This design comes from an exercise in tuning for small area, a short achievable clock period and few clock cycles on the open sky130 flow, not from production work. At most, simulation tests tie the RTL to the original design; equivalence was not proved. Only the layout flow was run in runs 1 to 6; the RTL was not checked for function there. Power figures rest on the tool's default switching activity, not on a simulated workload.

==> flow/design.v <==
`timescale 1ns/10ps
module dma_backend #(
  parameter int unsigned MaxOut = 4    
) (
  input  logic        clk_i,
  input  logic        rst_ni,
  input  logic        valid_i,
  input  logic [31:0] req_src_i,
  input  logic [31:0] req_dst_i,
  input  logic [31:0] req_num_bytes_i,
  input  logic        req_serialize_i,
  output logic        ready_o,
  output logic [31:0] ar_addr_o,
  output logic [7:0]  ar_len_o,
  output logic        ar_valid_o,
  input  logic        ar_ready_i,
  output logic [31:0] aw_addr_o,
  output logic [7:0]  aw_len_o,
  output logic        aw_valid_o,
  input  logic        aw_ready_i,
  output logic [31:0] w_data_o,
  output logic        w_last_o,
  output logic        w_valid_o,
  input  logic        w_ready_i,
  input  logic [31:0] r_data_i,
  input  logic        r_last_i,
  input  logic        r_valid_i,
  output logic        r_ready_o,
  input  logic        b_valid_i,
  output logic        b_ready_o,
  output logic        backend_idle_o,
  output logic        trans_complete_o
);
  localparam int unsigned BPtrW = (MaxOut > 1) ? $clog2(MaxOut) : 1;
  localparam int unsigned PendW = $clog2(MaxOut + 3);
  logic              free_q;     
  logic              rdy_q;      
  logic              free_d;
  logic              calc_q;     
  logic              ser_q;      
  logic              ar_vld_q;
  logic              aw_vld_q;
  logic [29:0]       src_q;
  logic [29:0]       dst_q;
  logic [29:0]       left_q;
  logic [3:0]        len_q;      
  logic              last_q;     
  logic              ge16;       
  logic              gt16;       
  logic [3:0]        cap_s;
  logic [3:0]        cap_d;
  logic [3:0]        cap_l;
  logic [3:0]        cap_lr;
  logic              s_le_d;
  logic              s_le_l;
  logic              d_le_l;
  logic              l_le_s;
  logic              l_le_d;
  logic [3:0]        len_d;
  logic              last_d;
  logic [4:0]        beats;
  logic              src_c4;
  logic              dst_c4;
  logic              src_c10;
  logic              dst_c10;
  logic              left_b5;
  logic [5:0]        src_mid_inc;
  logic [5:0]        dst_mid_inc;
  logic [19:0]       src_hi_inc;
  logic [19:0]       dst_hi_inc;
  logic [24:0]       left_hi_dec;
  logic [29:0]       src_nx;
  logic [29:0]       dst_nx;
  logic [29:0]       left_nx;
  logic              req_nz;
  logic              accept;
  logic              issue;
  logic              advance;
  logic              ar_vld_d;
  logic              aw_vld_d;
  logic              bl_mem_q [MaxOut];
  logic [BPtrW:0]    bl_wp_q;
  logic [BPtrW:0]    bl_rp_q;
  logic [BPtrW:0]    bl_wp_inc;
  logic [BPtrW:0]    bl_rp_inc;
  logic              bl_full;
  logic              bl_empty;
  logic              b_fire;
  logic [PendW-1:0]  pend_q;
  logic [PendW-1:0]  pend_x;
  logic [PendW-1:0]  pend_x1;
  logic              pend_is0;
  logic              pend_is1;
  logic              cmp_q;
  logic              cmp_d;
  logic              busy_q;     
  logic              ser_ok;
  assign ge16   = |left_q[29:4];
  assign gt16   = (|left_q[29:5]) | (left_q[4] & (|left_q[3:0]));
  assign cap_s  = (&src_q[9:4]) ? ~src_q[3:0] : 4'hf;
  assign cap_d  = (&dst_q[9:4]) ? ~dst_q[3:0] : 4'hf;
  assign cap_lr = left_q[3:0] - 4'd1;
  assign cap_l  = ge16 ? 4'hf : cap_lr;
  assign s_le_d = (cap_s <= cap_d);
  assign s_le_l = ge16 | (cap_s <= cap_lr);
  assign d_le_l = ge16 | (cap_d <= cap_lr);
  assign l_le_s = ge16 ? (cap_s == 4'hf) : (cap_lr <= cap_s);
  assign l_le_d = ge16 ? (cap_d == 4'hf) : (cap_lr <= cap_d);
  assign len_d  = (s_le_d & s_le_l) ? cap_s : (~s_le_d & d_le_l) ? cap_d : cap_l;
  assign last_d = ~gt16 & l_le_s & l_le_d;
  assign beats  = {1'b0, len_q} + 5'd1;
  assign src_c4  = (len_q >= ~src_q[3:0]);
  assign dst_c4  = (len_q >= ~dst_q[3:0]);
  assign src_c10 = src_c4 & (&src_q[9:4]);
  assign dst_c10 = dst_c4 & (&dst_q[9:4]);
  assign left_b5 = ({1'b0, left_q[3:0]} <= {1'b0, len_q}) & ~left_q[4];
  always_comb begin
    for (int i = 0; i < 6; i++) begin
      src_mid_inc[i] = src_q[4+i] ^ (&(src_q[9:4] | ~((6'd1 << i) - 6'd1)));
      dst_mid_inc[i] = dst_q[4+i] ^ (&(dst_q[9:4] | ~((6'd1 << i) - 6'd1)));
    end
    for (int i = 0; i < 20; i++) begin
      src_hi_inc[i] = src_q[10+i] ^ (&(src_q[29:10] | ~((20'd1 << i) - 20'd1)));
      dst_hi_inc[i] = dst_q[10+i] ^ (&(dst_q[29:10] | ~((20'd1 << i) - 20'd1)));
    end
    for (int i = 0; i < 25; i++) begin
      left_hi_dec[i] = left_q[5+i] ^ ~(|(left_q[29:5] & ((25'd1 << i) - 25'd1)));
    end
  end
  assign src_nx  = {src_c10 ? src_hi_inc : src_q[29:10],
                    src_c4 ? src_mid_inc : src_q[9:4],
                    src_q[3:0] + len_q + 4'd1};
  assign dst_nx  = {dst_c10 ? dst_hi_inc : dst_q[29:10],
                    dst_c4 ? dst_mid_inc : dst_q[9:4],
                    dst_q[3:0] + len_q + 4'd1};
  assign left_nx = {left_b5 ? left_hi_dec : left_q[29:5],
                    left_q[4:0] - {1'b0, len_q} - 5'd1};
  assign req_nz  = |req_num_bytes_i[31:2];
  assign accept  = rdy_q & valid_i & req_nz;
  assign ser_ok  = ~ser_q | pend_is1;
  assign issue   = calc_q & ~bl_full & ser_ok;
  assign advance = ~free_q & ~calc_q & ~ar_vld_q & ~aw_vld_q;
  assign ar_vld_d = issue | (ar_vld_q & ~ar_ready_i);
  assign aw_vld_d = issue | (aw_vld_q & ~aw_ready_i);
  always_comb begin
    free_d = free_q;
    if (free_q) begin
      free_d = ~accept;
    end else if (ar_vld_q | aw_vld_q) begin
      free_d = last_q & ~ar_vld_d & ~aw_vld_d;
    end
  end
  always_ff @(posedge clk_i or negedge rst_ni) begin
    if (!rst_ni) begin
      free_q   <= 1'b1;
      rdy_q    <= 1'b0;
      calc_q   <= 1'b0;
      ar_vld_q <= 1'b0;
      aw_vld_q <= 1'b0;
    end else begin
      free_q   <= free_d;
      rdy_q    <= free_d;
      ar_vld_q <= ar_vld_d;
      aw_vld_q <= aw_vld_d;
      if (free_q) begin
        calc_q <= accept;
      end else if (calc_q) begin
        calc_q <= ~issue;
      end else if (!ar_vld_q && !aw_vld_q) begin
        calc_q <= 1'b1;
      end
    end
  end
  always_ff @(posedge clk_i) begin
    if (free_q) begin
      src_q  <= req_src_i[31:2];
      dst_q  <= req_dst_i[31:2];
      left_q <= req_num_bytes_i[31:2];
      ser_q  <= req_serialize_i;
    end else if (advance) begin
      src_q  <= src_nx;
      dst_q  <= dst_nx;
      left_q <= left_nx;
    end else if (issue) begin
      ser_q  <= 1'b0;
    end
    if (issue) begin
      len_q  <= len_d;
      last_q <= last_d;
    end
  end
  assign ar_addr_o  = {src_q, 2'b00};
  assign aw_addr_o  = {dst_q, 2'b00};
  assign ar_len_o   = {4'd0, len_q};
  assign aw_len_o   = {4'd0, len_q};
  assign ar_valid_o = ar_vld_q;
  assign aw_valid_o = aw_vld_q;
  assign ready_o    = rdy_q;
  assign b_ready_o = 1'b1;
  assign bl_full   = (bl_wp_q == (bl_rp_q ^ {1'b1, BPtrW'(0)}));
  assign bl_empty  = (bl_wp_q == bl_rp_q);
  assign bl_wp_inc = bl_wp_q + 1'b1;
  assign bl_rp_inc = bl_rp_q + 1'b1;
  assign b_fire    = b_valid_i & ~bl_empty;
  assign cmp_d     = b_fire & bl_mem_q[bl_rp_q[BPtrW-1:0]];
  assign pend_x    = pend_q - PendW'(cmp_q);
  assign pend_x1   = pend_x + 1'b1;
  assign pend_is0  = (pend_x == '0);
  assign pend_is1  = (pend_x == PendW'(1));
  always_ff @(posedge clk_i or negedge rst_ni) begin
    if (!rst_ni) begin
      bl_wp_q  <= '0;
      bl_rp_q  <= '0;
      pend_q   <= '0;
      cmp_q    <= 1'b0;
      busy_q   <= 1'b0;
    end else begin
      if (issue) begin
        bl_wp_q <= bl_wp_inc;
      end
      if (b_fire) begin
        bl_rp_q <= bl_rp_inc;
      end
      pend_q   <= accept ? pend_x1 : pend_x;
      cmp_q    <= cmp_d;
      busy_q   <= accept | ~(cmp_d ? pend_is1 : pend_is0);
    end
  end
  always_ff @(posedge clk_i) begin
    for (int unsigned i = 0; i < MaxOut; i++) begin
      if (issue && bl_wp_q[BPtrW-1:0] == BPtrW'(i)) begin
        bl_mem_q[i] <= last_d;
      end
    end
  end
  assign trans_complete_o = cmp_q;
  assign backend_idle_o   = ~busy_q;
  logic              w_vld_q;
  logic [32:0]       w_q;
  logic              skid_vld_q;
  logic              skid_vld_d;
  logic              r_rdy_q;    
  logic [32:0]       skid_q;
  logic              out_free;
  logic              r_fire;
  assign out_free = ~w_vld_q | w_ready_i;
  assign r_fire   = r_valid_i & r_rdy_q;
  assign skid_vld_d = skid_vld_q ? ~out_free : (r_fire & ~out_free);
  always_ff @(posedge clk_i or negedge rst_ni) begin
    if (!rst_ni) begin
      w_vld_q    <= 1'b0;
      skid_vld_q <= 1'b0;
      r_rdy_q    <= 1'b0;
    end else begin
      w_vld_q    <= ~out_free | skid_vld_q | r_fire;
      skid_vld_q <= skid_vld_d;
      r_rdy_q    <= ~skid_vld_d;
    end
  end
  always_ff @(posedge clk_i) begin
    if (!skid_vld_q) begin
      skid_q <= {r_last_i, r_data_i};
    end
    if (out_free) begin
      w_q <= skid_vld_q ? skid_q : {r_last_i, r_data_i};
    end
  end
  assign w_valid_o = w_vld_q;
  assign w_data_o  = w_q[31:0];
  assign w_last_o  = w_q[32];
  assign r_ready_o = r_rdy_q;
endmodule
==> flow/flow/run.sh <==
#!/bin/bash
# standard layout; timing repair aims below the clock period, ports buffered with buf_1
bash standard.sh SETUP_SLACK_MARGIN=5.4 "BUFFER_PORTS_ARGS=-buffer_cell sky130_fd_sc_hd__buf_1" finish > standard.log 2>&1
==> flow/standard.sh <==
#!/bin/bash
# synth_recipe.tcl (not shown) runs the flow's synth.tcl, then flattens the netlist and writes it again
# the make line also repeats each setting of config.mk as NAME=value (left out here)
make -C /OpenROAD-flow-scripts/flow DESIGN_CONFIG=/design/flow/config.mk WORK_HOME=/design/flow/orfs CLKGATE_MAP_FILE= SYNTH_SCRIPT=/design/flow/synth_recipe.tcl "${@:-finish}"
==> flow/config.mk <==
export PLATFORM = sky130hd
export DESIGN_NAME = dma_backend
export DESIGN_NICKNAME = dma_backend
export VERILOG_FILES = /design/flow/design.v
export SDC_FILE = /design/flow/constraint.sdc
export NUM_CORES = 4
export LEC_CHECK = 0
export CAP_MARGIN = 20
export CORE_MARGIN = 2
export CORE_UTILIZATION = 40
export PLACE_DENSITY = 0.6
export SLEW_MARGIN = 20
==> flow/constraint.sdc <==
create_clock -name core_clock -period 8.5 [get_ports {clk_i}]
set_input_delay 1.7000 -clock core_clock [delete_from_list [all_inputs] [get_ports {clk_i}]]
set_output_delay 1.7000 -clock core_clock [all_outputs]
set_load 0.01 [all_outputs]
==> impl_metrics.toml, run 1 <==
[floorplan]
core_area_sq_um = 23330
die-area_sq_um = 24810
num_io_pins = 259
die_x_um = 157.5
num_rows = 56
start_util_pct = 40.40
dieHeight_um = 157.5

[worst_setup_path]
cp.depth = 9
cp_common_cell = "ha_1"
cp-start-kind = "flip-flop"
cpLargestDelayFamily = "adder cells"
cp_max_fo = 8
path_cells = "inv_1 > ha_1 > xor2_2 > ha_1 > and2_1 > a2111oi_4 > mux2_1 > nand2_1 > o21ai_1"
r2r_cells = 9
crit_buf_inv = 1
crit_arrival_ns = 3.16
end_kind = "flip-flop"
cp_slowest_cell = "edfxtp_1"
worst_ep_required_time_ns = 8.66
max_stage_delay_ns = 0.51
path_class = "flip-flop to flip-flop"
reg2reg_slack_ns = 5.50

[power]
max-vdd-ir-drop_v = 0.0001466
p_leak_nw = 4.288
p_per_area_nw_per_um2 = 347.2
power_mw = 3.947

[sta]
slew_headroom_pct = 48.93
grt_setup_unrepaired = "false"
period_needed_ns = 3.004
setup_viol = 0
setup-tns-final_ns = 0
worst_pin_slew_ns = 0.7661
hold_viol = 0
min_period_over_period_pct = 35.35
slew_viol_final = 0
fmaxAchievable_ghz = 0.3329
finClkSkew_ns = 0.01479
fin_ws_ns = 5.496

[synth]
syn_avg_cell_area_sq_um = 11.65
synthArstFlopShare_pct = 10.27
synth.distinct_cells = 52
yosys-top-cells-area = "edfxtp_1 42%, ha_1 7.7%, dfxtp_1 7.0%"
ys_warn_count = 2
ys_seq_elements = 185
synth-edff-count = 133
syn_area_sq_um = 9427
synth-main-ff-cell = "edfxtp_1"
synth_top_area_share_pct = 42.37
syn_inst = 809
synth_seq_area_share_pct = 54.43
synth.largest_area_cell = "edfxtp_1"

[clock_tree]
ctsHoldBuffers = 0
clk_latency_ns = 0.43
root_buffer = "clkbuf_16"
cts.sinks = 185
clock_path_buffers = 2
cts_tree = "done"
clkTransAtPathRegs_ns = 0.08
numCtsBuffers = 17
ctsHtreeMaxLevel = 4

[final_layout]
multi_input_area_sq_um = 3984
n_fill_cell = 2233
layout-drive-gt1-share_pct = 11.24
final_common_cell = "buf_1"
final_cell_mix = "238 x buf_1, 133 x edfxtp_1, 94 x nand2_1"
nets = 1245
syn_to_final_growth_pct = 20.59
fin_util_pct = 48.72
diodes = 0
regArea_sq_um = 5135

[min_path]
min_path_type = "flip-flop to flip-flop"
hold_path_depth = 1

[routing]
first_pass_iters = 4
vias = 6623
drcViolationCount = 0
first_iter_violations = 310
wl_um = 20980
vias_per_cell = 4.806
ant_nets = 0
wl_per_cell_um = 15.22

[placed_design]
hpwl_um = 15210
gp_congestion = 0.7916
port_buffers = 239
pre_cts_slack_ns = 4.781

[run_status]
status = "finished clean"

[flow_run]
drv_cap = 0

[global_routing]
grt_pass1_vias = 6351
antenna_found_initial = 1
grt-ovfl-total = 0
grt_max_degree = 104
grt_usage_pct = 16.72
grt_pass1_wl_um = 32240
## per-layer routing
layer | wire length [um] | vias up | share of wire [%] | GRT usage [%]
met2 | 10070 | 145 | 48 | 27.01
met5 | 13 | - | 0.062 | 0
li1 | - | 3338 | - | -
met1 | 9443 | 3124 | 45 | 21.77
met3 | 1280 | 14 | 6.1 | 5.534
met4 | 174 | 2 | 0.83 | 3.983
## kinds of logic after synthesis
kind of cell	after synthesis	synth area share, %
and+or+nand+nor	207	10.59
DFF	185	54.43
AOI/OAI and AO/OA	125	8.097
buffers and inverters	96	4.500
xor gates and xnor gates	68	6.318
muxes	65	7.645
adders and majority gates	61	8.336
other	2	0.07967
## final cells by class
class | count | share of cell area [%]
multi-input combinational | 539 | 35.05
tap | 319 | 3.511
sequential | 185 | 45.17
timing repair buffer | 249 | 8.740
clock inverter | 15 | 2.003
inverter | 54 | 1.783
clock buffer | 17 | 3.742
## Yosys cell counts, types with 5 or more instances
cell type,number
edfxtp_1,133
nand2_1,97
ha_1,58
mux2_2,55
inv_1,54
o21ai_0,51
xnor2_1,41
dfxtp_1,33
xor2_1,27
clkbuf_1,23
o21ai_1,19
dfrtp_1,18
nor2_1,18
nor4_1,18
buf_4,17
a21oi_1,14
and2_1,13
nand3_1,12
nand4_1,11
a21o_1,10
and3_1,10
mux2i_1,9
nor3_1,8
nor2b_1,5
o21a_1,5
## state kept, by name (all words and copies together) (netlist names), 3 cells and up
name / cells
left_q: 30
bl_mem_q: 4
dst_q: 30
src_q: 30
bl_rp_q: 3
w_q: 33
pend_q: 3
bl_wp_q: 3
len_q: 4
skid_q: 33
## power by group
| group | total, mW | leakage [nW] | internal [mW] | switching (mW) |
|---|---|---|---|---|
| logic | 1.39 | 2.21 | 0.591 | 0.800 |
| clock network | 0.849 | 0.313 | 0.420 | 0.430 |
| registers | 1.71 | 1.77 | 1.43 | 0.282 |
## worst reg2reg max path: cells and delay by family, from the launching register on
family / cells / cell delay (ns)
adders and majority gates: 2 / 0.57
xor gates and xnor gates: 1 / 0.40
AOI/OAI and AO/OA: 2 / 0.53
and+or+nand+nor: 2 / 0.27
muxes: 1 / 0.37
buffers and inverters: 1 / 0.11
DFF: 1 / 0.51
## path summary, 6_finish.rpt
check                            from    endpoint
min in group asynchronous      rst_ni  bl_wp_q[2]
min reg2reg                skid_q[31]  skid_q[31]
max                         left_q[0]    len_q[3]
min                        skid_q[31]  skid_q[31]
max reg2reg                 left_q[0]    len_q[3]
max in group asynchronous      rst_ni      free_q
## metrics by stage
step	cells	instance area [sq um]	hold WS, ns
after detailed placement	1340	10580	0.4579
final	1378	11370	0.4752
after floorplan	820	9468	0.4461
after CTS	1374	11270	0.4771
after global placement	1340	10580	0.4512
after global routing	1378	11370	0.4908
## repair_timing
| item | CTS | global route |
|---|---|---|
| buffers inserted | 2 | 4 |
| pin swaps | 1 | 7 |
| setup endpoints to repair | 76 | 36 |
| gates resized for setup | 6 | 12 |
| cloned | 0 | 0 |
==> run 2, diff against run 1 <==
--- a/flow/config.mk
+++ b/flow/config.mk
@@ -7,6 +7,6 @@
 export LEC_CHECK = 0
 export CAP_MARGIN = 20
 export CORE_MARGIN = 2
-export CORE_UTILIZATION = 40
-export PLACE_DENSITY = 0.6
+export CORE_UTILIZATION = 65
+export PLACE_DENSITY = 0.75
 export SLEW_MARGIN = 20
==> run 2 against run 1 <==
  * Total power decreased by 0.61%
  * Maximum frequency increased by 1.1%
  * Flip-flop and latch count unchanged
  * Critical endpoint is now len_q[1]
  * Register-to-register slack improved by 0.03 ns
  * Combinational power about the same
  * Highest routed layer is now met4
  * Largest cell class unchanged
==> impl_metrics.toml, run 2 <==
[run_status]
status = "finished clean"

[placed_design]
gp_congestion = 0.8304
pre_cts_slack_ns = 4.996
hpwl_um = 15000
port_buffers = 239

[worst_setup_path]
r2r_cells = 11
crit_arrival_ns = 3.15
reg2reg_slack_ns = 5.53
cp_max_fo = 6
r2r_end = "len_q[1]"
cp_slowest_cell = "edfxtp_1"
worst_ep_required_time_ns = 8.67
path_cells = "ha_2 > and3_2 > and3_4 > and2_1 > ha_1 > nor2b_1 > o211ai_1 > a21oi_2 > nor3_4 > mux2i_2 > o221ai_1"
cp-start-kind = "flip-flop"
max_stage_delay_ns = 0.41
crit_buf_inv = 0
cpLargestDelayFamily = "simple AND/OR/NAND/NOR gates"
end_kind = "flip-flop"
regToRegStartpoint = "dst_q[4]"
path_class = "flip-flop to flip-flop"

[flow_run]
drv_cap = 0

[min_path]
hp-start = "skid_q[0]"
whs_endpoint = "skid_q[0]"
min_path_type = "flip-flop to flip-flop"
hold_path_depth = 1

[final_layout]
syn_to_final_growth_pct = 18.38
final_common_cell = "buf_1"
nets = 1247
final_cell_mix = "238 x buf_1, 133 x edfxtp_1, 96 x nand2_1"
layout-drive-gt1-share_pct = 11.31
n_fill_cell = 992
layout_top_registers = "skid_q: 33 flops, w_q: 33 flops"
diodes = 0

[synth]
synth.distinct_cells = 52
ys_warn_count = 2
synthArstFlopShare_pct = 10.27
synth-main-ff-cell = "edfxtp_1"
yosysMostFrequentCell = "edfxtp_1"
synth-edff-count = 133
yosys-top-cells-area = "edfxtp_1 42%, ha_1 7.7%, dfxtp_1 7.0%"
synth_top_area_share_pct = 42.37
ys_seq_elements = 185
syn_avg_cell_area_sq_um = 11.65
yosys-top-cells-count = "133 x edfxtp_1, 97 x nand2_1, 58 x ha_1"
synth_seq_area_share_pct = 54.43
syn_inst = 809
syn_area_sq_um = 9427
synth.largest_area_cell = "edfxtp_1"

[clock_tree]
cts.sinks = 185
numCtsBuffers = 17
clock_path_buffers = 2
ctsHtreeMaxLevel = 4
cts_tree = "done"
root_buffer = "clkbuf_16"
clkTransAtPathRegs_ns = 0.08
clk_latency_ns = 0.44

[floorplan]
die_x_um = 124.4
num_io_pins = 259
dieHeight_um = 124.4
num_rows = 44
die-area_sq_um = 15480
core_area_sq_um = 14370
start_util_pct = 65.60

[power]
p_per_area_nw_per_um2 = 351.6
power_mw = 3.923
max-vdd-ir-drop_v = 0.0002082
p_leak_nw = 4.288

[routing]
vias_per_cell = 5.515
ant_nets = 0
first_iter_violations = 460
wl_per_cell_um = 17.08
first_pass_iters = 4
vias = 6866
wl_um = 21270
drcViolationCount = 0

[global_routing]
grt-ovfl-total = 0
grt_pass1_wl_um = 33500
grt_pass1_vias = 6841
grt_max_degree = 89
grt_usage_pct = 27.52
antenna_found_initial = 0

[sta]
finClkSkew_ns = 0.01183
fin_ws_ns = 5.529
slew_headroom_pct = 47.79
slew_viol_final = 0
setup-tns-final_ns = 0
grt_setup_unrepaired = "false"
fmaxAchievable_ghz = 0.3366
setup_viol = 0
period_needed_ns = 2.971
hold_viol = 0
min_period_over_period_pct = 34.95
worst_pin_slew_ns = 0.7831
## run 2: cell types whose count changed in the layout (fill, tap and decap cells not counted), moves of 2 or more
cell      change
clkinv_4      +2
nand2_2       -2
and3_4        -2
inv_12        -5
inv_8         +2
nand2_1       +2
## run 2: kinds of logic (layout without fill, tap and decap cells)
group,Yosys count,after routing,synth area share (%)
and+or+nand+nor,207,207,10.59
DFF,185,185,54.43
AOI/OAI and AO/OA,125,125,8.097
buffers and inverters,96,337,4.500
xor gates and xnor gates,68,68,6.318
muxes,65,65,7.645
adders and majority gates,61,61,8.336
other,2,13,0.07967
## run 2: report_power, final
group          total (mW)  leakage, nW  switching, mW  internal (mW)
Combinational        1.41         2.22          0.821          0.591
Clock               0.811        0.301          0.395          0.415
Sequential           1.70         1.77          0.275           1.43
Total                3.92         4.29           1.49           2.43
## run 2: area by class of cell
type / count / area, sq um / share of cell area [%]
clock inverter: 14 / 165.2 / 1.480
clock buffer: 18 / 450.4 / 4.036
timing repair buffer: 251 / 1005 / 9.003
multi-input combinational: 539 / 3971 / 35.59
tap: 184 / 230.2 / 2.063
inverter: 54 / 202.7 / 1.816
sequential: 185 / 5135 / 46.01
## run 2: worst max path at each step
stage,start,end,slack (ns),cells past startpoint
global route,dst_q[4],len_q[1],5.39,12
detailed placement,free_q,src_q[18],5.00,3
global placement,free_q,src_q[21],5.00,3
finish,dst_q[4],len_q[1],5.53,11
CTS,dst_q[4],len_q[2],5.41,12
floorplan,w_ready_i,r_rdy_q,5.45,2
## run 2: repair_timing
| item | 4_1_cts | 5_1_grt |
|---|---|---|
| endpoints found under the setup margin | 26 | 53 |
| gates resized for setup | 3 | 12 |
| hold buffers | 0 | 0 |
| buffers inserted | 1 | 7 |
| pin swaps | 1 | 4 |
| gates cloned | 0 | 0 |
## run 2: per-stage QoR
stage	cell area, sq um	utilization, %	instances	hold slack [ns]
after floorplan	9468	-	820	0.4461
after global placement	10410	72.43	1205	0.4517
after detailed placement	10410	72.43	1205	0.4588
after CTS	11040	76.85	1238	0.4765
after global routing	11160	77.66	1245	0.4833
final	11160	77.66	1245	0.4771
## run 2: metal layers
| metal | global-route usage, % | vias up | share of wire (%) |
|---|---|---|---|
| met2 | 48.15 | 223 | 51 |
| met4 | 7.931 | 0 | 1.7 |
| met3 | 9.966 | 30 | 7.9 |
| met1 | 31.84 | 3277 | 40 |
| li1 | - | 3336 | - |
| met5 | 0 | - | 0 |
==> run 3, diff against run 2 <==
--- a/flow/config.mk
+++ b/flow/config.mk
@@ -7,6 +7,6 @@
 export LEC_CHECK = 0
 export CAP_MARGIN = 20
 export CORE_MARGIN = 2
-export CORE_UTILIZATION = 65
-export PLACE_DENSITY = 0.75
+export CORE_UTILIZATION = 75
+export PLACE_DENSITY = 0.85
 export SLEW_MARGIN = 20
==> run 3 against run 2 <==
  * Via count increased by 6.5%
  * Hold slack barely moved
  * Critical path type unchanged
  * Critical endpoint is now len_q[3]
  * Total power is 1.1% higher
  * Design area fell by 0.17%
  * Still clean on timing, DRC and antenna
  * Synthesized cell count unchanged
  * Non-clock buffer count down 2
  * Worst setup slack lost 0.079 ns
  * Core utilization up 14 points
  * Register-to-register slack worse by 0.08 ns
==> impl_metrics.toml, run 3 <==
[power]
p_per_area_nw_per_um2 = 356.0
max-vdd-ir-drop_v = 0.0002149
clkPwrFrac_pct = 19.9
p_leak_nw = 4.273
internal_power_mw = 2.434
switching_share_pct = 38.63
combPwrFrac_pct = 36.6
net-switching-power_mw = 1.532
power_mw = 3.966
p_seq_share_pct = 43.5

[routing]
drcViolationCount = 0
first_pass_iters = 6
vias = 7315
vias_per_cell = 5.962
wl_um = 24210
ant_nets = 0
first_iter_violations = 546
wl_per_cell_um = 19.73

[min_path]
min_path_type = "flip-flop to flip-flop"
hold_path_depth = 1
hp-start = "skid_q[32]"
whs_endpoint = "skid_q[32]"

[placed_design]
gp_congestion = 0.8798
placedCellCount = 1189
placed_cell_area_sq_um = 10390
hpwl_um = 15850
port_buffers = 239

[sta]
finClkSkew_ns = 0.01081
fmaxAchievable_ghz = 0.3279
grt_setup_unrepaired = "true"
worst_pin_slew_ns = 0.8067
hold_slack_ns = 0.4771
min_period_over_period_pct = 35.88
slew_headroom_pct = 46.22
hold_viol = 0
setup-tns-final_ns = 0
slew_viol_final = 0
setup_viol = 0
period_needed_ns = 3.050

[floorplan]
dieHeight_um = 116.1
start_util_pct = 77.51
num_io_pins = 259
die-area_sq_um = 13480
die_x_um = 116.1
num_rows = 40
core_area_sq_um = 12160

[final_layout]
syn_to_final_growth_pct = 18.18
layout_top_registers = "skid_q: 33 flops, w_q: 33 flops"
stdcell_area_sq_um = 11140
regArea_sq_um = 5135
diodes = 0
nets = 1245
final_common_cell = "buf_1"
multi_input_area_sq_um = 4015
layout-drive-gt1-share_pct = 11.43
fin_cells = 1227
n_fill_cell = 478
final_cell_mix = "238 x buf_1, 133 x edfxtp_1, 94 x nand2_1"

[synth]
synth_top_area_share_pct = 42.37
yosysMostFrequentCell = "edfxtp_1"
syn_avg_cell_area_sq_um = 11.65
synth-main-ff-cell = "edfxtp_1"
synth.largest_area_cell = "edfxtp_1"
ys_seq_elements = 185
syn_area_sq_um = 9427
syn_inst = 809
synthArstFlopShare_pct = 10.27
synth_seq_area_share_pct = 54.43
yosys-top-cells-area = "edfxtp_1 42%, ha_1 7.7%, dfxtp_1 7.0%"
yosys-top-cells-count = "133 x edfxtp_1, 97 x nand2_1, 58 x ha_1"
synth.distinct_cells = 52
ys_warn_count = 2
synth-edff-count = 133

[worst_setup_path]
worst_ep_required_time_ns = 8.69
crit_arrival_ns = 3.24
regToRegStartpoint = "left_q[0]"
end_kind = "flip-flop"
path_class = "flip-flop to flip-flop"
r2r_end = "len_q[3]"
cp-start-kind = "flip-flop"
startpoint = "left_q[0]"
cp_max_fo = 8
r2r_cells = 9
reg2reg_slack_ns = 5.45

[clock_tree]
cts_tree = "done"
numCtsBuffers = 17
clkTransAtPathRegs_ns = 0.07
clk_latency_ns = 0.43
root_buffer = "clkbuf_16"
clock_path_buffers = 2
cts.sinks = 185
ctsHoldBuffers = 0
ctsHtreeMaxLevel = 4

[global_routing]
grt_usage_pct = 35.11
grt-ovfl-total = 0
grt_pass1_vias = 7071
antenna_found_initial = 0
grt_max_degree = 103
grt_pass1_wl_um = 35250

[run_status]
status = "finished clean"

[flow_run]
drv_cap = 0
-- run 3: critical path: stages (launching register included) --
cell       delay [ns]
edfxtp_1         0.50
inv_1            0.10
ha_1             0.26
xor2_2           0.42
ha_1             0.32
and2_1           0.21
a2111oi_4        0.50
mux2_1           0.37
nand2_1          0.07
o21ai_1          0.06
-- run 3: cell type report --
cell class                      count  share of cell area, %
Sequential cell                   185                  46.09
Multi-Input combinational cell    539                  36.04
Timing Repair Buffer              249                  8.872
Clock buffer                       19                  4.167
Tap cell                          168                  1.887
Inverter                           54                  1.819
Clock inverter                     13                  1.123
-- run 3: per-layer routing --
layer	track usage, %	share of wire [%]	vias up
met5	0	0	-
met4	15.71	4.2	0
met3	10.59	8.8	91
met2	60.58	51	397
met1	40.81	36	3498
li1	-	-	3329
-- run 3: worst max path at each step --
stage,end,cells after the start
4_1_cts,len_q[2],12
3_5_place_dp,src_q[10],3
2_1_floorplan,r_rdy_q,2
3_3_place_gp,src_q[26],3
6_report,len_q[3],9
5_1_grt,len_q[3],9
-- run 3: cells by family after synthesis --
| group | after synthesis | synth area share [%] |
|---|---|---|
| AO/OA/AOI/OAI | 125 | 8.097 |
| AND/OR/NAND/NOR | 207 | 10.59 |
| flip-flops | 185 | 54.43 |
| other | 2 | 0.07967 |
| adder cells (fa/ha/maj) | 61 | 8.336 |
| buffers and inverters | 96 | 4.500 |
| multiplexers | 65 | 7.645 |
| XOR/XNOR | 68 | 6.318 |
-- run 3: metrics by stage --
step                utilization, %  worst slack (ns)
floorplan                        -             5.454
global placement             85.41             5.084
detailed placement           85.41             5.071
CTS                          90.46             5.412
global route                 91.60             5.376
finish                       91.60             5.450
-- run 3: timing repair --
item / in CTS / in global routing
gates resized for setup: 5 / 23
pin swaps: 1 / 5
setup endpoints to repair: 29 / 49
setup buffers: 1 / 4
endpoints found under the hold margin: 0 / 0
-- run 3: power groups by stage --
stage | registers [mW] | clock network [mW] | logic [mW]
after CTS | 1.71 | 0.785 | 1.40
after detailed placement | 1.72 | 0 | 1.36
after global routing | 1.76 | 0.817 | 1.60
after floorplan | 1.70 | 0 | 0.956
final | 1.72 | 0.789 | 1.45
after global placement | 1.71 | 0 | 1.30
==> run 4, diff against run 3 <==
==> flow/flow/run.sh (replaced) <==
#!/bin/bash
# standard layout; timing repair aims below the clock period, ports buffered with buf_1
bash standard.sh SETUP_SLACK_MARGIN=5.1 "BUFFER_PORTS_ARGS=-buffer_cell sky130_fd_sc_hd__buf_1" finish > standard.log 2>&1
--- a/flow/config.mk
+++ b/flow/config.mk
@@ -7,6 +7,6 @@
 export LEC_CHECK = 0
 export CAP_MARGIN = 20
 export CORE_MARGIN = 2
-export CORE_UTILIZATION = 75
-export PLACE_DENSITY = 0.85
+export CORE_UTILIZATION = 40
+export PLACE_DENSITY = 0.6
 export SLEW_MARGIN = 20
==> run 4 against run 3 <==
  * Still clean on timing, DRC and antenna
  * Critical endpoint is now rdy_q
  * Highest routed layer is now met5
  * Combinational power shrank 9.7%
  * Area after synthesis is the same
  * Register-to-register slack lost 0.06 ns
  * Cell count grew 12%
  * Global-route usage shrank 18 points
==> impl_metrics.toml, run 4 <==
[floorplan]
dieHeight_um = 157.5
num_rows = 56
num_io_pins = 259
die-area_sq_um = 24810
die_x_um = 157.5
start_util_pct = 40.40
core_area_sq_um = 23330

[clock_tree]
ctsHoldBuffers = 0
clk_latency_ns = 0.43
cts_tree = "done"
ctsHtreeMaxLevel = 4
root_buffer = "clkbuf_16"
numCtsBuffers = 17
clkTransAtPathRegs_ns = 0.08
cts.sinks = 185
clock_path_buffers = 2

[final_layout]
syn_to_final_growth_pct = 19.21
layout_top_registers = "skid_q: 33 flops, w_q: 33 flops"
fin_util_pct = 48.16
layout-drive-gt1-share_pct = 9.592
final_common_cell = "buf_1"
stdcell_area_sq_um = 11240
nets = 1239
final_cell_mix = "238 x buf_1, 133 x edfxtp_1, 97 x nand2_1"
diodes = 0

[flow_run]
drv_cap = 0

[synth]
synth_top_family_by_area = "simple AND/OR/NAND/NOR gates"
ys_warn_count = 2
synth-edff-count = 133
synth_top_area_share_pct = 42.37
synth-xor-area-share_pct = 6.318
synthMuxAreaShare_pct = 7.645
synthArstFlopShare_pct = 10.27
yosys-top-cells-count = "133 x edfxtp_1, 97 x nand2_1, 58 x ha_1"
yosys-top-cells-area = "edfxtp_1 42%, ha_1 7.7%, dfxtp_1 7.0%"
syn_area_sq_um = 9427
syn_avg_cell_area_sq_um = 11.65
syn_inst = 809
synth-simple-area-share_pct = 10.59
synthAdderAreaFrac_pct = 8.336
synth_seq_area_share_pct = 54.43
synth.distinct_cells = 52
ys_seq_elements = 185
synth-main-ff-cell = "edfxtp_1"
yosysMostFrequentCell = "edfxtp_1"
synth_compound_area_share_pct = 8.097
synth.largest_area_cell = "edfxtp_1"

[worst_setup_path]
worst_ep_required_time_ns = 8.77
crit_arrival_ns = 3.44
cp_max_fo = 6
end_kind = "flip-flop"
path_class = "input port to flip-flop"
cp-start-kind = "input port"

[global_routing]
grt-ovfl-total = 0
antenna_found_initial = 1
grt_pass1_wl_um = 32110
grt_usage_pct = 16.65
grt_pass1_vias = 6324
grt_max_degree = 104

[routing]
wl_per_cell_um = 14.90
first_iter_violations = 304
wl_um = 20440
vias_per_cell = 4.788
first_pass_iters = 4
vias = 6569
ant_nets = 0
drcViolationCount = 0

[placed_design]
pre_cts_slack_ns = 4.781
port_buffers = 239
placed_cell_area_sq_um = 10580
hpwl_um = 15210
gp_congestion = 0.7916

[sta]
finClkSkew_ns = 0.01456
period_needed_ns = 3.166
min_period_over_period_pct = 37.24
fin_ws_ns = 5.334
grt_setup_unrepaired = "false"
hold_viol = 0
worst_pin_slew_ns = 0.9616
slew_headroom_pct = 35.89
setup-tns-final_ns = 0
slew_viol_final = 0
setup_viol = 0
fmaxAchievable_ghz = 0.3159

[power]
max-vdd-ir-drop_v = 0.0001466
p_per_area_nw_per_um2 = 346.0
p_leak_nw = 4.258

[min_path]
min_path_type = "flip-flop to flip-flop"

[run_status]
status = "finished clean"
## run 4: worst paths after layout
check,startpoint,end,slack [ns],depth (start not counted)
setup / recovery,req_num_bytes_i[19],rdy_q,5.33,6
hold / removal,skid_q[31],skid_q[31],0.48,1
setup reg to reg,src_q[4],len_q[3],5.39,11
hold reg to reg,skid_q[31],skid_q[31],0.48,1
max in group asynchronous,rst_ni,free_q,6.91,1
min in group asynchronous,rst_ni,bl_wp_q[2],1.22,1
## run 4: stage by stage
step           hold WS, ns  total power [mW]  cells
6_report            0.4752             3.889   1372
5_1_grt             0.4908             4.192   1372
4_1_cts             0.4771             3.940   1372
3_5_place_dp        0.4579             3.078   1340
3_3_place_gp        0.4512             3.048   1340
2_1_floorplan       0.4461             2.652    820
## run 4: final cells by class
class | count | area, sq um
Tap cell | 319 | 399.1
Clock buffer | 17 | 425.4
Timing Repair Buffer | 243 | 928.4
Sequential cell | 185 | 5135
Multi-Input combinational cell | 539 | 3919
Inverter | 54 | 202.7
Fill cell | 2237 | 12100
Clock inverter | 15 | 227.7
## run 4: worst max-delay path: stages
cell,delay [ns]
buf_1,0.08
nor4_1,0.50
nand4_1,0.32
o211ai_1,0.54
nand2_1,0.16
o41ai_1,0.14
## run 4: repair_timing
item,in CTS,in global routing
setup endpoints to repair,0,5
resized for setup,0,1
buffers inserted,0,0
## run 4: layer usage
layer	routed length [um]	global-route usage, %	share of wire, %
met5	9	0	0.044
met4	182	3.983	0.89
met3	1291	5.534	6.3
met2	9715	26.87	48
met1	9239	21.71	45
## run 4: cell families after synthesis
kind of cell               Yosys count
DFF                                185
adders and majority gates           61
and+or+nand+nor                    207
other                                2
buffers and inverters               96
AOI/OAI and AO/OA                  125
muxes                               65
xor gates and xnor gates            68
## run 4: power breakdown
part	internal (mW)	switching, mW
sequential	1.43	0.301
clock	0.420	0.431
combinational	0.560	0.751
==> run 5, diff against run 4 <==
==> flow/flow/run.sh (replaced) <==
#!/bin/bash
# standard layout; timing repair aims below the clock period, ports buffered with buf_1
bash standard.sh SETUP_SLACK_MARGIN=5.6 "BUFFER_PORTS_ARGS=-buffer_cell sky130_fd_sc_hd__buf_1" finish > standard.log 2>&1
--- a/flow/config.mk
+++ b/flow/config.mk
@@ -7,6 +7,6 @@
 export LEC_CHECK = 0
 export CAP_MARGIN = 20
 export CORE_MARGIN = 2
-export CORE_UTILIZATION = 40
-export PLACE_DENSITY = 0.6
+export CORE_UTILIZATION = 65
+export PLACE_DENSITY = 0.75
 export SLEW_MARGIN = 20
==> run 5 against run 4 <==
  * Combinational power grew 13%
  * Worst setup slack improved by 0.30 ns
  * Area after synthesis stayed put
  * Non-clock buffer count up 18
  * Total power grew 3.1%
==> impl_metrics.toml, run 5 <==
[global_routing]
grt_pass1_wl_um = 34330
antenna_found_initial = 0
grt_max_degree = 87
grt_pass1_vias = 7064
grt-ovfl-total = 0
grt_usage_pct = 27.89

[synth]
ys_warn_count = 2
synth.distinct_cells = 52
synth_compound_area_share_pct = 8.097
syn_avg_cell_area_sq_um = 11.65
syn_area_sq_um = 9427
synth_top_family_by_area = "simple AND/OR/NAND/NOR gates"
synthArstFlopShare_pct = 10.27
syn_inst = 809
synth_seq_area_share_pct = 54.43
synth-xor-area-share_pct = 6.318
synth-main-ff-cell = "edfxtp_1"
synth_top_area_share_pct = 42.37
synthMuxAreaShare_pct = 7.645
yosysMostFrequentCell = "edfxtp_1"
yosys-top-cells-area = "edfxtp_1 42%, ha_1 7.7%, dfxtp_1 7.0%"
ys_seq_elements = 185
synth-edff-count = 133
synth.largest_area_cell = "edfxtp_1"
synth-simple-area-share_pct = 10.59
yosys-top-cells-count = "133 x edfxtp_1, 97 x nand2_1, 58 x ha_1"
synthAdderAreaFrac_pct = 8.336

[min_path]
hold_path_depth = 1
min_path_type = "flip-flop to flip-flop"
whs_endpoint = "skid_q[29]"
hp-start = "skid_q[29]"

[floorplan]
dieHeight_um = 124.4
core_area_sq_um = 14370
start_util_pct = 65.60
die_x_um = 124.4
num_rows = 44
num_io_pins = 259
die-area_sq_um = 15480

[sta]
fmaxAchievable_ghz = 0.3493
hold_viol = 0
fin_ws_ns = 5.637
slew_viol_final = 0
period_needed_ns = 2.863
slew_headroom_pct = 39.99
setup_viol = 0
worst_pin_slew_ns = 0.9002
finClkSkew_ns = 0.01261
setup-tns-final_ns = 0
grt_setup_unrepaired = "true"
min_period_over_period_pct = 33.68

[clock_tree]
clk_latency_ns = 0.44
ctsHoldBuffers = 0
cts.sinks = 185
cts_tree = "done"
clock_path_buffers = 2
numCtsBuffers = 17
root_buffer = "clkbuf_16"
ctsHtreeMaxLevel = 4
clkTransAtPathRegs_ns = 0.08

[final_layout]
diodes = 0
layout_top_registers = "skid_q: 33 flops, w_q: 33 flops"
syn_to_final_growth_pct = 20.53
fin_util_pct = 79.08
final_cell_mix = "238 x buf_1, 133 x edfxtp_1, 94 x nand2_1"
final_common_cell = "buf_1"
n_fill_cell = 926
nets = 1257
layout-drive-gt1-share_pct = 13.82

[routing]
drcViolationCount = 0
wl_met3_um = 1656
highest_layer = "met4"
routedLengthMet1_um = 8443
first_iter_violations = 470
wl_per_cell_um = 17.23
wl_um = 21620
wl_met2_um = 10820
first_pass_iters = 5
vias = 6839
vias_per_cell = 5.449
ant_nets = 0

[worst_setup_path]
end_kind = "output pin"
worst_ep_required_time_ns = 6.80
cp_max_fo = 5
reg2reg_slack_ns = 5.67
crit_arrival_ns = 1.16
r2r_end = "len_q[2]"
crit_buf_inv = 1
regToRegStartpoint = "src_q[4]"
cp_slowest_cell = "edfxtp_1"
path_cells = "buf_1"
r2r_cells = 11
max_stage_delay_ns = 0.54
cpLargestDelayFamily = "flip-flops"
path_class = "flip-flop to output pin"
cp-start-kind = "flip-flop"

[power]
p_leak_nw = 4.363
net-switching-power_mw = 1.521
p_per_area_nw_per_um2 = 352.9
clkPwrFrac_pct = 20.5
combPwrFrac_pct = 36.9
internal_power_mw = 2.488
switching_share_pct = 37.95
p_seq_share_pct = 42.6
max-vdd-ir-drop_v = 0.0002432

[placed_design]
hpwl_um = 15230
port_buffers = 239
pre_cts_slack_ns = 4.981
gp_congestion = 0.8493

[flow_run]
drv_cap = 0

[run_status]
status = "finished clean"
[run 5: cell types whose count changed in the layout (fill, tap and decap cells not counted), sizes merged]
cell      previous run  this run
bufinv               0         1
inv                 64        61
clkinvlp             0         1
clkinv               5         6
buf                242       260
[run 5: worst max path at each step]
stage	from	endpoint	slack (ns)	cells after the start
final	len_q[3]	aw_len_o[3]	5.64	1
after CTS	src_q[4]	len_q[2]	5.57	11
after floorplan	dst_q[4]	len_q[1]	5.61	12
after global placement	free_q	src_q[10]	5.02	3
after global routing	dst_q[4]	len_q[2]	5.49	12
after detailed placement	free_q	src_q[20]	4.98	3
[run 5: cell type report]
type                            instances  area (sq um)  share of cell area (%)
Clock inverter                         15         197.7                   1.740
Timing Repair Buffer                  261          1080                   9.503
Clock buffer                           17         425.4                   3.744
Inverter                               54         202.7                   1.784
Multi-Input combinational cell        539          4091                   36.01
Sequential cell                       185          5135                   45.19
Tap cell                              184         230.2                   2.026
[run 5: power groups by stage]
stage	Clock (mW)	Combinational (mW)	Sequential, mW
2_1_floorplan	0	0.958	1.70
6_report	0.821	1.48	1.71
5_1_grt	0.863	1.66	1.75
3_3_place_gp	0	1.31	1.72
4_1_cts	0.828	1.40	1.72
3_5_place_dp	0	1.35	1.73
[run 5: repair_timing]
item | CTS | global route
setup buffers | 8 | 11
endpoints found under the setup margin | 68 | 63
resized for setup | 18 | 19
pin swaps | 5 | 7
[run 5: logic make-up after synthesis]
| group | count (synthesis) |
|---|---|
| AO/OA/AOI/OAI | 125 |
| XOR/XNOR | 68 |
| adder cells (fa/ha/maj) | 61 |
| buffers and inverters | 96 |
| flip-flops | 185 |
| multiplexers | 65 |
| other | 2 |
| AND/OR/NAND/NOR | 207 |
[run 5: metal layers]
layer,vias up,global-route usage (%)
met4,0,11.17
met2,230,47.64
li1,3355,-
met1,3204,32.28
met5,-,0
met3,50,9.579
[run 5: per-stage QoR]
step	cell area (sq um)	power (mW)	hold WS [ns]	instances
6_report	11360	4.009	0.4753	1255
5_1_grt	11360	4.279	0.4891	1255
4_1_cts	11170	3.953	0.4764	1244
3_5_place_dp	10410	3.081	0.4583	1204
3_3_place_gp	10410	3.030	0.4504	1204
2_1_floorplan	9473	2.654	0.4461	820
==> run 6, diff against run 5 <==
==> flow/flow/run.sh (replaced) <==
#!/bin/bash
# standard layout; timing repair aims below the clock period, ports buffered with buf_1
bash standard.sh SETUP_SLACK_MARGIN=5.8 "BUFFER_PORTS_ARGS=-buffer_cell sky130_fd_sc_hd__buf_1" finish > standard.log 2>&1
==> run 6 against run 5 <==
  * Flip-flop and latch count did not move
  * Sequential power hardly changed
  * Global-route usage rose by 1.7 points
  * First-iteration DRC count is 18% higher
==> impl_metrics.toml, run 6 <==
[global_routing]
antenna_found_initial = 0
grt_pass1_vias = 7275
grt_max_degree = 106
grt_usage_pct = 29.62
grt_pass1_wl_um = 36080
grt-ovfl-total = 0

[sta]
fmaxAchievable_ghz = 0.3533
finClkSkew_ns = 0.01086
period_needed_ns = 2.831
min_period_over_period_pct = 33.30
setup-tns-final_ns = 0
hold_viol = 0
grt_setup_unrepaired = "true"
setup_viol = 0
fin_ws_ns = 5.669
worst_pin_slew_ns = 0.7919
slew_viol_final = 0
slew_headroom_pct = 47.21

[synth]
synth.distinct_cells = 52
syn_area_sq_um = 9427
synthAdderAreaFrac_pct = 8.336
yosys-top-cells-area = "edfxtp_1 42%, ha_1 7.7%, dfxtp_1 7.0%"
synthArstFlopShare_pct = 10.27
ys_seq_elements = 185
yosysMostFrequentCell = "edfxtp_1"
synth-simple-area-share_pct = 10.59
synth_top_family_by_area = "simple AND/OR/NAND/NOR gates"
synth_compound_area_share_pct = 8.097
yosys-top-cells-count = "133 x edfxtp_1, 97 x nand2_1, 58 x ha_1"
syn_avg_cell_area_sq_um = 11.65
synth_top_area_share_pct = 42.37
synth_seq_area_share_pct = 54.43
synthMuxAreaShare_pct = 7.645
synth-edff-count = 133
synth.largest_area_cell = "edfxtp_1"
syn_inst = 809
ys_warn_count = 2
synth-main-ff-cell = "edfxtp_1"
synth-xor-area-share_pct = 6.318

[clock_tree]
clkTransAtPathRegs_ns = 0.08
clk_latency_ns = 0.43
cts.sinks = 185
numCtsBuffers = 17
root_buffer = "clkbuf_16"
ctsHtreeMaxLevel = 4
ctsHoldBuffers = 0
clock_path_buffers = 2
cts_tree = "done"

[worst_setup_path]
regToRegStartpoint = "dst_q[4]"
cpLargestDelayFamily = "flip-flops"
max_stage_delay_ns = 0.44
cp-start-kind = "flip-flop"
cp_max_fo = 2
end_kind = "output pin"
startpoint = "dst_q[4]"
reg2reg_slack_ns = 5.67
cp_common_cell = "buf_6"
worst_ep_required_time_ns = 6.80
cp_slowest_cell = "edfxtp_1"
r2r_cells = 11
crit_buf_inv = 2
r2r_end = "len_q[1]"
path_class = "flip-flop to output pin"
path_cells = "buf_6 > buf_6"
crit_arrival_ns = 1.13

[placed_design]
placed_cell_area_sq_um = 10520
pre_cts_slack_ns = 5.198
hpwl_um = 15290
port_buffers = 239
gp_congestion = 0.8515

[min_path]
whs_endpoint = "skid_q[20]"
hp-start = "skid_q[20]"
hold_path_depth = 1
min_path_type = "flip-flop to flip-flop"

[final_layout]
layout_top_registers = "skid_q: 33 flops, w_q: 33 flops"
nets = 1336
final_cell_mix = "179 x buf_1, 133 x edfxtp_1, 97 x buf_4"
layout-drive-gt1-share_pct = 27.48
final_common_cell = "buf_1"
syn_to_final_growth_pct = 30.93
stdcell_area_sq_um = 12340

[routing]
drcViolationCount = 0
wl_um = 25160
vias_per_cell = 5.675
vias = 7576
wl_per_cell_um = 18.85
first_pass_iters = 5
ant_nets = 0
first_iter_violations = 554

[floorplan]
die_x_um = 124.4
dieHeight_um = 124.4
num_rows = 44
num_io_pins = 259
start_util_pct = 65.60
die-area_sq_um = 15480
core_area_sq_um = 14370

[power]
max-vdd-ir-drop_v = 0.0002253
power_mw = 4.415
p_per_area_nw_per_um2 = 357.7
p_leak_nw = 4.997

[flow_run]
drv_cap = 0

[run_status]
status = "finished clean"
## run 6: worst reg2reg max path: stages, from the launching register on
cell and delay [ns]:
edfxtp_1 0.40, ha_2 0.21, and3_4 0.19, and3_4 0.22
and2_4 0.17, ha_4 0.20, nor2b_4 0.12, o211ai_1 0.20
a21oi_2 0.09, nor3_4 0.25, mux2i_2 0.33, o221ai_1 0.18
## run 6: logic make-up (layout without fill, tap and decap cells)
kind of cell,Yosys count,in the layout
simple gates,207,207
flops,185,185
buf+inv,96,426
mux,65,65
other cells,2,14
xor+xnor,68,68
compound gates,125,125
fa+ha+maj,61,61
## run 6: worst max-delay path by stage
stage / end / slack [ns] / depth (start not counted)
finish: aw_addr_o[6] / 5.67 / 2
floorplan: len_q[0] / 5.72 / 12
CTS: ar_addr_o[6] / 5.68 / 2
global route: len_q[2] / 5.62 / 11
detailed placement: rdy_q / 5.20 / 6
global placement: rdy_q / 5.22 / 6
## run 6: where the power goes
| group | internal [mW] | switching (mW) | total [mW] |
|---|---|---|---|
| clock network | 0.402 | 0.389 | 0.791 |
| registers | 1.42 | 0.252 | 1.68 |
| logic | 0.912 | 1.04 | 1.95 |
| total | 2.74 | 1.68 | 4.41 |
## run 6: per-stage QoR
stage                     util [%]  hold slack (ns)  std cells
after floorplan                  -           0.4461        820
after global placement       73.22           0.4512       1204
after detailed placement     73.22           0.4590       1204
after CTS                    82.79           0.4764       1307
after global routing         85.88           0.4864       1334
final                        85.89           0.4735       1335
## run 6: area by class of cell
cell class | instances | area, sq um
Sequential cell | 185 | 5135
Multi-Input combinational cell | 539 | 4315
Fill cell | 749 | 2027
Timing Repair Buffer | 340 | 1871
Clock buffer | 18 | 439.2
Tap cell | 184 | 230.2
Inverter | 54 | 202.7
Clock inverter | 14 | 146.4
Antenna cell | 1 | 2.502
## run 6: repair_timing
action | 4_1_cts | 5_1_grt
resized for setup | 71 | 81
endpoints found under the setup margin | 150 | 119
setup buffers | 71 | 27
pin swaps | 16 | 21
## run 6: layer usage
layer	global-route usage, %	vias up	share of wire (%)
met5	0	-	0
met2	51.66	315	53
li1	-	3527	-
met3	9.837	57	7.2
met1	34.60	3677	37
met4	9.518	0	2.7
==> run 7, diff against run 6 <==
--- a/flow/design.v
+++ b/flow/design.v
@@ -47,6 +47,10 @@
   logic              last_q;     
   logic              ge16;       
   logic              gt16;       
+  logic              spe_q;      
+  logic              dpe_q;      
+  logic              spe_nx;
+  logic              dpe_nx;
   logic [3:0]        cap_s;
   logic [3:0]        cap_d;
   logic [3:0]        cap_l;
@@ -97,8 +101,8 @@
   logic              ser_ok;
   assign ge16   = |left_q[29:4];
   assign gt16   = (|left_q[29:5]) | (left_q[4] & (|left_q[3:0]));
-  assign cap_s  = (&src_q[9:4]) ? ~src_q[3:0] : 4'hf;
-  assign cap_d  = (&dst_q[9:4]) ? ~dst_q[3:0] : 4'hf;
+  assign cap_s  = spe_q ? ~src_q[3:0] : 4'hf;
+  assign cap_d  = dpe_q ? ~dst_q[3:0] : 4'hf;
   assign cap_lr = left_q[3:0] - 4'd1;
   assign cap_l  = ge16 ? 4'hf : cap_lr;
   assign s_le_d = (cap_s <= cap_d);
@@ -135,6 +139,8 @@
                     dst_q[3:0] + len_q + 4'd1};
   assign left_nx = {left_b5 ? left_hi_dec : left_q[29:5],
                     left_q[4:0] - {1'b0, len_q} - 5'd1};
+  assign spe_nx  = src_c4 ? (src_q[9:4] == 6'd62) : (&src_q[9:4]);
+  assign dpe_nx  = dst_c4 ? (dst_q[9:4] == 6'd62) : (&dst_q[9:4]);
   assign req_nz  = |req_num_bytes_i[31:2];
   assign accept  = rdy_q & valid_i & req_nz;
   assign ser_ok  = ~ser_q | pend_is1;
@@ -177,10 +183,14 @@
       dst_q  <= req_dst_i[31:2];
       left_q <= req_num_bytes_i[31:2];
       ser_q  <= req_serialize_i;
+      spe_q  <= &req_src_i[11:6];
+      dpe_q  <= &req_dst_i[11:6];
     end else if (advance) begin
       src_q  <= src_nx;
       dst_q  <= dst_nx;
       left_q <= left_nx;
+      spe_q  <= spe_nx;
+      dpe_q  <= dpe_nx;
     end else if (issue) begin
       ser_q  <= 1'b0;
     end
==> flow/flow/run.sh (replaced) <==
#!/bin/bash
# standard layout; timing repair aims below the clock period, ports buffered with buf_1
bash standard.sh SETUP_SLACK_MARGIN=5.6 "BUFFER_PORTS_ARGS=-buffer_cell sky130_fd_sc_hd__buf_1" finish > standard.log 2>&1
--- a/flow/config.mk
+++ b/flow/config.mk
@@ -8,5 +8,6 @@
 export CAP_MARGIN = 20
 export CORE_MARGIN = 2
 export CORE_UTILIZATION = 65
+export CTS_BUF_LIST = sky130_fd_sc_hd__clkbuf_8
 export PLACE_DENSITY = 0.75
 export SLEW_MARGIN = 20
==> run 7 against run 6 <==
  * Critical path depth fell by 1
  * Global-route usage down 1.7 points
  * Area after synthesis rose by 2.0%
  * Core utilization fell by 8.4 points
  * Design area fell by 9.0%
  * Wire length fell by 15%
  * Via count fell by 6.7%
  * Sequential power is 5% higher
  * Non-clock buffer count is 89 lower
  * Die area up 1.9%
  * First-iteration DRC count down 12%
  * Critical path type unchanged
  * Critical endpoint is now aw_len_o[3]
  * Highest routed layer unchanged
==> impl_metrics.toml, run 7 <==
[sta]
setup_viol = 0
hold_slack_ns = 0.4844
finClkSkew_ns = 0.02166
slew_viol_final = 0
fmaxAchievable_ghz = 0.3479
worst_pin_slew_ns = 0.8753
hold_viol = 0
fin_ws_ns = 5.626
slew_headroom_pct = 41.65
grt_setup_unrepaired = "false"
setup-tns-final_ns = 0
period_needed_ns = 2.874
min_period_over_period_pct = 33.81

[power]
power_mw = 4.155
max-vdd-ir-drop_v = 0.0001690
p_leak_nw = 4.256
p_per_area_nw_per_um2 = 370.1

[synth]
synth-simple-area-share_pct = 11.64
synthMuxAreaShare_pct = 6.716
synth_seq_area_share_pct = 54.00
synth_top_family_by_area = "simple AND/OR/NAND/NOR gates"
synth.largest_area_cell = "edfxtp_1"
synth.distinct_cells = 61
syn_avg_cell_area_sq_um = 11.53
synth_compound_area_share_pct = 8.239
yosys-top-cells-area = "edfxtp_1 42%, ha_1 8.1%, dfxtp_1 6.9%"
ys_seq_elements = 187
syn_inst = 834
syn_area_sq_um = 9613
synth-xor-area-share_pct = 6.104
ys_warn_count = 2
yosys-top-cells-count = "135 x edfxtp_1, 94 x nand2_1, 76 x o21ai_0"
synth-edff-count = 135
synthAdderAreaFrac_pct = 8.695
synth-main-ff-cell = "edfxtp_1"
synthArstFlopShare_pct = 10.16
yosysMostFrequentCell = "edfxtp_1"
synth_top_area_share_pct = 42.17

[routing]
ant_nets = 0
drcViolationCount = 0
wl_um = 21480
routedLengthMet1_um = 8771
wl_met3_um = 1571
first_iter_violations = 490
highest_layer = "met4"
first_pass_iters = 5
vias = 7067
wl_met2_um = 10680
wl_per_cell_um = 16.86
vias_per_cell = 5.547

[placed_design]
placed_cell_area_sq_um = 10640
port_buffers = 239
gp_congestion = 0.8903
pre_cts_slack_ns = 5.006
hpwl_um = 15720

[worst_setup_path]
cp-start-kind = "flip-flop"
path_cells = "clkbuf_2"
path_class = "flip-flop to output pin"
reg2reg_slack_ns = 5.78
end_kind = "output pin"
r2r_end = "bl_mem_q[0]"
r2r_cells = 7
worst_ep_required_time_ns = 6.80
regToRegStartpoint = "left_q[2]"
crit_arrival_ns = 1.17
max_stage_delay_ns = 0.51
cp_slowest_cell = "edfxtp_1"
crit_buf_inv = 1
cpLargestDelayFamily = "flip-flops"
cp_max_fo = 3

[floorplan]
die-area_sq_um = 15780
core_area_sq_um = 14480
num_rows = 44
num_io_pins = 259
dieHeight_um = 125.6
start_util_pct = 66.39
die_x_um = 125.6

[global_routing]
grt_usage_pct = 27.93
grt_pass1_wl_um = 34500
grt_max_degree = 87
antenna_found_initial = 1
grt-ovfl-total = 0
grt_pass1_vias = 6967

[clock_tree]
ctsHoldBuffers = 0
root_buffer = "clkbuf_8"
numCtsBuffers = 17
clk_latency_ns = 0.48
clock_path_buffers = 2
cts_tree = "done"
ctsHtreeMaxLevel = 4
clkTransAtPathRegs_ns = 0.11
cts.sinks = 187

[min_path]
min_path_type = "flip-flop to flip-flop"
whs_endpoint = "skid_q[28]"
hold_path_depth = 1
hp-start = "skid_q[28]"

[final_layout]
layout_top_registers = "skid_q: 33 flops, w_q: 33 flops"
syn_to_final_growth_pct = 16.78
final_common_cell = "buf_1"
n_fill_cell = 1037
final_cell_mix = "235 x buf_1, 135 x edfxtp_1, 94 x nand2_1"
nets = 1279
layout-drive-gt1-share_pct = 12.30
stdcell_area_sq_um = 11230

[run_status]
status = "finished clean"

[flow_run]
drv_cap = 0
run 7: through the flow:
stage	instances	utilization [%]
2_1_floorplan	845	-
3_3_place_gp	1228	73.50
3_5_place_dp	1228	73.50
4_1_cts	1269	77.03
5_1_grt	1273	77.51
6_report	1274	77.53
run 7: cell type report:
type / count / area (sq um) / share of cell area, %
clock buffers: 17 / 234.0 / 2.084
inverters: 57 / 217.7 / 1.939
multi-input cells: 561 / 4156 / 37.03
repair inverters: 1 / 5.005 / 0.04458
clock inverters: 15 / 188.9 / 1.683
diodes: 1 / 2.502 / 0.02229
well taps: 184 / 230.2 / 2.051
flip-flops and latches: 187 / 5195 / 46.28
repair buffers: 251 / 996.0 / 8.872
run 7: kinds of logic (layout without fill, tap and decap cells):
logic type / count (synthesis) / in the layout
other: 2 / 14
flip-flops: 187 / 187
adder cells (fa/ha/maj): 65 / 65
multiplexers: 58 / 58
buffers and inverters: 99 / 341
AND/OR/NAND/NOR: 220 / 222
XOR/XNOR: 67 / 67
AO/OA/AOI/OAI: 136 / 136
run 7: worst max path at each step:
stage,slack [ns],end,from,depth (start not counted)
final,5.63,aw_len_o[3],len_q[3],1
after global placement,5.05,busy_q,req_num_bytes_i[3],5
after detailed placement,5.01,busy_q,req_num_bytes_i[19],5
after floorplan,5.56,busy_q,req_num_bytes_i[6],4
after global routing,5.60,ar_addr_o[16],src_q[14],1
after CTS,5.60,aw_len_o[3],len_q[3],1
run 7: repair_timing:
action / 4_1_cts / 5_1_grt
cloned: 3 / 0
gates resized for setup: 5 / 9
pin swaps: 1 / 2
setup buffers: 6 / 4
endpoints found under the setup margin: 48 / 53
run 7: routing by layer:
layer	GRT usage, %	vias to the layer above
li1	-	3453
met1	34.00	3365
met2	47.63	217
met3	8.539	32
met4	9.346	0
met5	0	-
run 7: power by group:
part           leakage [nW]  switching [mW]  internal (mW)  total [mW]
Sequential             1.79           0.296           1.46        1.76
Combinational          2.25            1.05          0.739        1.79
Clock                 0.210           0.381          0.230       0.611
Testbench counts of run 7, summed over its fixed seeds: cycles 36,136.
==> run 8, diff against run 7 <==
--- a/flow/config.mk
+++ b/flow/config.mk
@@ -7,7 +7,6 @@
 export LEC_CHECK = 0
 export CAP_MARGIN = 20
 export CORE_MARGIN = 2
-export CORE_UTILIZATION = 65
-export CTS_BUF_LIST = sky130_fd_sc_hd__clkbuf_8
-export PLACE_DENSITY = 0.75
+export CORE_UTILIZATION = 70
+export PLACE_DENSITY = 0.8
 export SLEW_MARGIN = 20
==> run 8 against run 7 <==
  * Still clean
  * Sequential share of layout area decreased by 0.81 points
  * Cell count decreased by 0.63%
  * Worst setup slack improved by 0.00096 ns
  * Sequential power about the same
  * Clock skew decreased by 0.012 ns
  * Design area increased by 1.8%
  * Flip-flop and latch count unchanged
  * Maximum frequency about the same
  * Via count increased by 3.5%
  * Total power increased by 7.1%
  * Critical endpoint unchanged
  * Largest cell class unchanged
  * Largest power group unchanged
==> impl_metrics.toml, run 8 <==
[floorplan]
dieHeight_um = 121.2
die_x_um = 121.2
core_area_sq_um = 13350
num_io_pins = 259
start_util_pct = 72.02
num_rows = 42
die-area_sq_um = 14690

[worst_setup_path]
cp.depth = 1
cp_max_fo = 5
cp-start-kind = "flip-flop"
crit_arrival_ns = 1.17
path_cells = "buf_1"
end_kind = "output pin"
max_stage_delay_ns = 0.50
crit_buf_inv = 1
cp_slowest_cell = "edfxtp_1"
cpLargestDelayFamily = "flip-flops"
r2r_cells = 8
worst_ep_required_time_ns = 6.80
path_class = "flip-flop to output pin"
reg2reg_slack_ns = 5.73

[synth]
syn_avg_cell_area_sq_um = 11.53
syn_inst = 834
ys_seq_elements = 187
synthArstFlopShare_pct = 10.16
syn_area_sq_um = 9613
synth-edff-count = 135
synth.largest_area_cell = "edfxtp_1"
synth.distinct_cells = 61
yosys-top-cells-area = "edfxtp_1 42%, ha_1 8.1%, dfxtp_1 6.9%"
synth-main-ff-cell = "edfxtp_1"
synth_top_area_share_pct = 42.17
yosysMostFrequentCell = "edfxtp_1"
yosys-top-cells-count = "135 x edfxtp_1, 94 x nand2_1, 76 x o21ai_0"
ys_warn_count = 2
synth_seq_area_share_pct = 54.00

[final_layout]
nets = 1280
final_cell_mix = "238 x buf_1, 135 x edfxtp_1, 94 x nand2_1"
diodes = 0
layout-drive-gt1-share_pct = 12.02
syn_to_final_growth_pct = 18.86
layout_top_registers = "skid_q: 33 flops, w_q: 33 flops"
final_common_cell = "buf_1"
n_fill_cell = 721

[sta]
finClkSkew_ns = 0.009250
hold_slack_ns = 0.4736
fmaxAchievable_ghz = 0.3480
setup-tns-final_ns = 0
setup_viol = 0
worst_pin_slew_ns = 0.8818
hold_viol = 0
grt_setup_unrepaired = "false"
period_needed_ns = 2.873
slew_headroom_pct = 41.21
slew_viol_final = 0
min_period_over_period_pct = 33.80

[routing]
vias_per_cell = 5.780
ant_nets = 0
first_iter_violations = 570
routedLengthMet1_um = 8735
first_pass_iters = 6
wl_met3_um = 2217
vias = 7317
wl_um = 23310
drcViolationCount = 0
highest_layer = "met4"
wl_per_cell_um = 18.41
wl_met2_um = 11720

[power]
power_mw = 4.451
max-vdd-ir-drop_v = 0.0002395
internal_power_mw = 2.640
switching_share_pct = 40.69
p_seq_share_pct = 39.9
combPwrFrac_pct = 42.1
p_leak_nw = 4.347
net-switching-power_mw = 1.811
p_per_area_nw_per_um2 = 389.5
clkPwrFrac_pct = 18.0

[clock_tree]
numCtsBuffers = 17
ctsHtreeMaxLevel = 4
cts_tree = "done"
clock_path_buffers = 2
root_buffer = "clkbuf_16"
cts.sinks = 187
clk_latency_ns = 0.44
clkTransAtPathRegs_ns = 0.08

[global_routing]
antenna_found_initial = 0
grt_usage_pct = 32.62
grt_max_degree = 67
grt-ovfl-total = 0
grt_pass1_vias = 7297
grt_pass1_wl_um = 36340

[placed_design]
port_buffers = 239
gp_congestion = 0.9564
hpwl_um = 16240

[min_path]
min_path_type = "flip-flop to flip-flop"
hold_path_depth = 1

[flow_run]
drv_cap = 0

[run_status]
status = "finished clean"
[run 8: cell counts after synthesis]
Identical to the previous run, type by type.
[run 8: layout make-up]
class	instances	area, sq um	area share, %
sequential	187	5195	45.47
inverter	57	217.7	1.905
multi-input combinational	561	4156	36.38
timing repair inverter	1	5.005	0.04380
timing repair buffer	252	1033	9.045
clock inverter	13	143.9	1.259
tap	176	220.2	1.927
clock buffer	19	454.2	3.975
[run 8: worst reg2reg max path, delay by kind of cell (launching register included)]
family          cells  cell delay (ns)
xor+xnor            1             0.33
compound gates      3             0.57
flops               1             0.48
fa+ha+maj           1             0.33
simple gates        2             0.74
mux                 1             0.19
[run 8: through the flow]
step	worst slack, ns	area, sq um	cells	utilization [%]
after CTS	5.608	11330	1261	84.89
after global routing	5.613	11430	1266	85.60
after detailed placement	5.000	10640	1221	79.71
final	5.627	11430	1266	85.60
after global placement	5.060	10640	1221	79.71
after floorplan	5.556	9717	845	-
[run 8: worst paths after layout]
kind	start	to
max	len_q[3]	aw_len_o[3]
min	skid_q[30]	skid_q[30]
max reg2reg	left_q[2]	len_q[1]
min reg2reg	skid_q[30]	skid_q[30]
max in group asynchronous	rst_ni	free_q
min in group asynchronous	rst_ni	pend_q[1]
[run 8: logic make-up after synthesis]
logic type | after synthesis | synth area share, %
buf+inv | 99 | 4.530
flops | 187 | 54.00
compound gates | 136 | 8.239
simple gates | 220 | 11.64
mux | 58 | 6.716
other cells | 2 | 0.07812
fa+ha+maj | 65 | 8.695
xor+xnor | 67 | 6.104
[run 8: power groups by stage]
stage	registers (mW)	logic [mW]	clock network (mW)
2_1_floorplan	1.75	1.22	0
3_3_place_gp	1.79	1.62	0
3_5_place_dp	1.80	1.69	0
4_1_cts	1.77	1.80	0.802
5_1_grt	1.81	2.10	0.839
6_report	1.78	1.87	0.801
[run 8: routing by layer]
layer / global-route usage, % / vias to the layer above
li1: - / 3460
met1: 39.29 / 3480
met2: 55.93 / 328
met3: 9.774 / 49
met4: 11.28 / 0
met5: 0 / -
[run 8: repair_timing]
item,in CTS,in global routing
pin swaps,1,2
gates cloned,3,0
gates resized for setup,5,5
setup buffers,5,5
endpoints found under the setup margin,44,45
hold endpoints to repair,0,0
hold buffers,0,0

[static timing again, ports no longer ideal]
In the flow no input, the clock included, has a driving cell. The finished layouts below were timed again as built, in two steps. Step 1, drivers: a clkbuf_16 drives clk_i and a buf_2 each remaining input, both assumed. Step 2 also shifts input and output timing later by t, the mid clock arrival at the registers, as if the neighbouring blocks saw the same clock. Three values: ideal ports, drivers, drivers and shift; two values: the first two.
run | t (ns) | setup WS [ns] | worst setup path at the end | worst data-port slew with drivers (ns)
run 1 | 0.472 | 5.496 / 5.496 / 5.216 | input to register | 0.07
run 2 | 0.485 | 5.529 / 5.529 / 5.346 | input to register | 0.06
run 3 | 0.472 | 5.450 / 5.450 / 5.091 | input to register | 0.10
run 4 | 0.474 | 5.334 / 5.362 / 4.888 | input to register | 0.07
run 5 | 0.477 | 5.637 / 5.592 / 5.392 | input to register | 0.07
run 6 | 0.468 | 5.669 / 5.628 / 5.462 | input to register | 0.11
run 7 | 0.515 | 5.626 / 5.586 / 5.280 | input to register | 0.06
run 8 | 0.480 | 5.627 / 5.584 / 5.270 | input to register | 0.08
After both steps every run listed still meets setup and hold. The setup slack of run 4, which loses most, moves by +0.028 ns with the drivers and by -0.446 ns with both steps.
